From an optimization exercise on the open Yosys and OpenROAD flow, aimed at small area and a short achievable clock period; shortcuts taken in it are not production practice. RTL that was checked went through simulation tests only; none was proved equivalent to the original.

## alpha
// ternary_matmul_top
module ternary_matmul_top (
    input  logic       clk,
    input  logic       reset,
    input  logic [7:0] weights_in,
    input  logic [7:0] activations_in,
    input  logic       compute,
    output logic [7:0] result_out
);
Size: ~2,400 cells after synthesis, roughly 540 flip-flops, roughly 27 I/O pins, about 0.020 sq mm of cells after synthesis.
==> module readout_queue, before the edit <==
module readout_queue (
    input  logic       clk,
    input  logic       reset,
    input  logic       compute,
    input  logic       clr,
    input  logic       clr_prev,
    input  logic       cap,
    input  logic       zero,
    input  ternary_pkg::acc_t [ternary_pkg::acc_count-1:0] acc_q,
    output logic [7:0] result_out
);
    localparam int N = ternary_pkg::acc_count;
    ternary_pkg::byte_t q [1:N-2];
    ternary_pkg::byte_t e [1:N-1];
    for (genvar n = 1; n < N; n++) begin : g_e
        if (n % 2 == 0) begin : g_head
            assign e[n] = cap ? (clr_prev ? 8'h00 : acc_q[n][15:8]) : q[n];
        end else if (n < N - 1) begin : g_tail
            assign e[n] = cap ? acc_q[n][15:8] : q[n];
        end else begin : g_last
            assign e[n] = cap ? acc_q[n][15:8] : q[n-1];
        end
    end
    always_ff @(posedge clk) begin
        for (int n = 1; n < N - 1; n++) begin
            q[n] <= e[n+1];
        end
    end
    always_ff @(posedge clk) begin
        if (reset) begin
            result_out <= '0;
        end else if (!compute) begin
            result_out <= clr ? 8'h00 : acc_q[1][15:8];
        end else begin
            result_out <= zero ? 8'h00 : e[1];
        end
    end
endmodule
==> flow/config.mk <==
export PLATFORM = sky130hd
export DESIGN_NAME = ternary_matmul_top
export DESIGN_NICKNAME = ternary_matmul_top
export VERILOG_FILES = /design/flow/design.v
export SDC_FILE = /design/flow/constraint.sdc
export NUM_CORES = 4
export LEC_CHECK = 0
export CAP_MARGIN = 20
export CORE_MARGIN = 2
export CORE_UTILIZATION = 40
export CTS_CLUSTER_DIAMETER = 100
export CTS_CLUSTER_SIZE = 30
export SLEW_MARGIN = 20
==> flow/constraint.sdc <==
create_clock -name core_clock -period 14.0 [get_ports {clk}]
set_input_delay 2.8000 -clock core_clock [delete_from_list [all_inputs] [get_ports {clk}]]
set_output_delay 2.8000 -clock core_clock [all_outputs]
set_load 0.01 [all_outputs]
standard.sh (not shown) runs the stock make flow with config.mk's settings and CLKGATE_MAP_FILE= SYNTH_SCRIPT=/design/flow/synth_recipe.tcl, a recipe that flattens the netlist after the stock synthesis.
==> flow/flow/run.sh <==
#!/bin/bash
# Own layout flow: the standard steps (standard.sh), except that
#  - synthesis leaves out Yosys's full-adder extraction (ADDER_MAP_FILE
#    empty) and maps with flow/abc_area.script, a delay-targeted ABC
#    mapping with area recovery, in place of ORFS's ABC script
#    (flow/synth.tcl swaps the script; the registers are unchanged);
#  - ports are buffered with buf_4 cells and timing repair aims for a
#    larger setup margin.
# Each step's full output goes to its own log file here.
set -euo pipefail
export MY_ABC_SCRIPT=$PWD/flow/abc_area.script
bash standard.sh ADDER_MAP_FILE= SYNTH_SCRIPT=$PWD/flow/synth.tcl synth > synth.log 2>&1
bash standard.sh SETUP_SLACK_MARGIN=10 "BUFFER_PORTS_ARGS=-buffer_cell sky130_fd_sc_hd__buf_4" finish > layout.log 2>&1
==> flow/flow/abc_area.script <==
strash
dch
map -D 2000
topo
stime
==> flow/flow/synth.tcl <==
# The standard flow's synthesis script with ABC's mapping script replaced by the one
# named in MY_ABC_SCRIPT; everything else, registers included, is as in
# the standard synthesis.
proc synth {args} { yosys synth -nofsm -noshare {*}$args }
proc my_abc_args {name1 name2 op} {
  set i [lsearch -exact $::abc_args -script]
  if {$i >= 0 && [lindex $::abc_args [expr {$i + 1}]] ne $::env(MY_ABC_SCRIPT)} {
    set ::abc_args [lreplace $::abc_args [expr {$i + 1}] [expr {$i + 1}] $::env(MY_ABC_SCRIPT)]
  }
}
trace add variable ::abc_args write my_abc_args
source $::env(SCRIPTS_DIR)/synth.tcl
# left out here: clear keep_hierarchy, flatten, clean up, hide names made inside functions, write 1_2_yosys.v
alpha ended with every stage complete and zero timing, DRC or antenna violations.
### alpha -> beta
-- flow/design.v --
<<< alpha, line 413
);
    localparam int N = ternary_pkg::acc_count;
    ternary_pkg::byte_t q [1:N-2];
    ternary_pkg::byte_t e [1:N-1];
    for (genvar n = 1; n < N; n++) begin : g_e
        if (n % 2 == 0) begin : g_head
            assign e[n] = cap ? (clr_prev ? 8'h00 : acc_q[n][15:8]) : q[n];
        end else if (n < N - 1) begin : g_tail
            assign e[n] = cap ? acc_q[n][15:8] : q[n];
        end else begin : g_last
            assign e[n] = cap ? acc_q[n][15:8] : q[n-1];
        end
    end
>>> beta, line 413
);
    localparam int N = ternary_pkg::acc_count;
    ternary_pkg::byte_t q [1:N-1];
    ternary_pkg::byte_t e [1:N-1];
    for (genvar n = 1; n < N; n++) begin : g_e
        if (n % 2 == 0) begin : g_head
            assign e[n] = cap ? (clr_prev ? 8'h00 : acc_q[n][15:8]) : q[n];
        end else begin : g_tail
            assign e[n] = cap ? acc_q[n][15:8] : q[n];
        end
    end
<<< alpha, line 428
            q[n] <= e[n+1];
        end
    end
    always_ff @(posedge clk) begin
>>> beta, line 426
            q[n] <= e[n+1];
        end
        q[N-1] <= e[N-1];
    end
    always_ff @(posedge clk) begin
Notes after the runs:
Comparing alpha against beta, there is no change at all in share of the synthesized area in compound gates (AO/OA/AOI/OAI).
Going from alpha to beta, total routed wirelength held steady; cell area held steady.
Final setup TNS came out exactly the same in beta and alpha.
Re per-cell via count in the routed design: no difference whatsoever between beta and alpha.
Number of buffers added to fix hold violations after cts: beta vs alpha identical

01-17:
Starting RTL as in the previous note.
==> module mac_array, before the edit <==
module mac_array (
    input  logic                   clk,
    input  logic                   clr_head,
    input  logic [9:0]             row_pos,
    input  logic [9:0]             row_neg,
    input  logic [7:0]             act,
    output ternary_pkg::acc_t [ternary_pkg::acc_count-1:0] acc_q
);
    for (genvar r = 0; r < ternary_pkg::array_rows; r++) begin : g_row
        logic [15:0] h, sum;
        logic [7:0]  t;
        logic [8:0]  c;
        logic [8:0]  ones, zeros;
        logic        inc, dec;
        assign h = clr_head ? 16'h0000 : acc_q[2*r];
        assign t    = ({8{row_pos[r]}} & act) | ({8{row_neg[r]}} & ~act);
        assign c[0] = row_neg[r];
        for (genvar i = 0; i < 8; i++) begin : g_lo
            assign sum[i]  = h[i] ^ t[i] ^ c[i];
            assign c[i+1]  = (h[i] & t[i]) | (c[i] & (h[i] ^ t[i]));
        end
        assign inc = c[8] & !t[7];
        assign dec = !c[8] & t[7];
        assign ones[0]  = 1'b1;
        assign zeros[0] = 1'b1;
        for (genvar i = 0; i < 8; i++) begin : g_hi
            assign ones[i+1]  = ones[i] & h[8+i];
            assign zeros[i+1] = zeros[i] & !h[8+i];
            assign sum[8+i]   = h[8+i] ^ ((inc & ones[i]) | (dec & zeros[i]));
        end
        always_ff @(posedge clk) begin
            acc_q[2*r]   <= acc_q[2*r+1];
            acc_q[2*r+1] <= sum;
        end
    end
endmodule
export LEC_CHECK = 0
export CAP_MARGIN = 20
export CORE_MARGIN = 2
export CORE_UTILIZATION = 60
export CTS_CLUSTER_DIAMETER = 100
export CTS_CLUSTER_SIZE = 30
export SLEW_MARGIN = 20
create_clock -name core_clock -period 14.0 [get_ports {clk}]
==> flow/flow/abc_area.script <==
strash
dc2
dch
map -D 2250
topo
stime
Scripts as last shown in full above: flow/flow/run.sh, flow/flow/synth.tcl
Input changes introduced in 08-13 (baseline for comparison: 01-17):
==> flow/design.v, changed modules only <==
module mac_array (
    input  logic                   clk,
    input  logic                   clr_head,
    input  logic [9:0]             row_pos,
    input  logic [9:0]             row_neg,
    input  logic [7:0]             act,
    output ternary_pkg::acc_t [ternary_pkg::acc_count-1:0] acc_q
);
    ternary_pkg::acc_t [ternary_pkg::acc_count-1:0] acc_n;
    assign acc_q = ~acc_n;
    for (genvar r = 0; r < ternary_pkg::array_rows; r++) begin : g_row
        logic [15:0] h, sum;
        logic [7:0]  t;
        logic [8:0]  c;
        logic [8:0]  ones, zeros;
        logic        inc, dec;
        assign h = clr_head ? 16'h0000 : ~acc_n[2*r];
        assign t    = ({8{row_pos[r]}} & act) | ({8{row_neg[r]}} & ~act);
        assign c[0] = row_neg[r];
        for (genvar i = 0; i < 8; i++) begin : g_lo
            assign sum[i]  = h[i] ^ t[i] ^ c[i];
            assign c[i+1]  = (h[i] & t[i]) | (c[i] & (h[i] ^ t[i]));
        end
        assign inc = c[8] & !t[7];
        assign dec = !c[8] & t[7];
        assign ones[0]  = 1'b1;
        assign zeros[0] = 1'b1;
        for (genvar i = 0; i < 8; i++) begin : g_hi
            assign ones[i+1]  = ones[i] & h[8+i];
            assign zeros[i+1] = zeros[i] & !h[8+i];
            assign sum[8+i]   = h[8+i] ^ ((inc & ones[i]) | (dec & zeros[i]));
        end
        always_ff @(posedge clk) begin
            acc_n[2*r]   <= acc_n[2*r+1];
            acc_n[2*r+1] <= ~sum;
        end
    end
endmodule
[summary]
08-13 has via count below what 01-17 had. In 08-13, relative area of non-clock buffer cells in the final design is higher than in 01-17. NOTE: area share of xor/xnor cells in the synthesized design in 08-13 exceeds that of 01-17. Summary of 08-13 over 01-17: synthesis-to-layout area growth climbed 1.1 points, final standard cell utilization of the core barely changed, worst-case headroom to the max-slew limit climbed 0.43 points, mean instance size in the synthesized netlist climbed about 2.3%, final instance area dropped about 0.32%. Of 08-13 and 01-17, the run reporting the lower non-filler instance count after layout was 08-13. Relative to 01-17, area share of and/or/nand/nor cells after synthesis decreased by 2.1 points in 08-13.
No functional check of the RTL was part of 08-13.

==> separate check: timing with driven ports <==
In the flow no input, the clock included, has a driving cell. The finished layouts below were timed again as built, in two steps.
Step 1 sets driving cells, clkbuf_16 on the clock port and buf_2 on the other inputs (assumed; they add their load-dependent delay and slew).
Step 2 moves the port delays by t, midway between the first and last clock arrival at a register: inputs arrive t later, outputs are due t later. That takes back most of the time a late clock gives input paths.
Slacks: no drivers / after step 1 / after step 2; pairs: no drivers / after step 1.
| run | t, ns | setup WS [ns] | worst setup path at the end | latest minus earliest clock arrival (ns) |
|---|---|---|---|---|
| alpha | 0.607 | 10.166 / 10.116 / 9.601 | input to register | 0.046 / 0.045 |
| beta | 0.607 | 10.166 / 10.116 / 9.601 | input to register | 0.046 / 0.045 |
| 01-17 | 0.589 | 10.202 / 10.149 / 9.739 | input to register | 0.020 / 0.021 |
| 08-13 | 0.599 | 10.184 / 10.131 / 9.754 | input to register | 0.025 / 0.024 |
After both steps setup and hold are still met in every run listed.
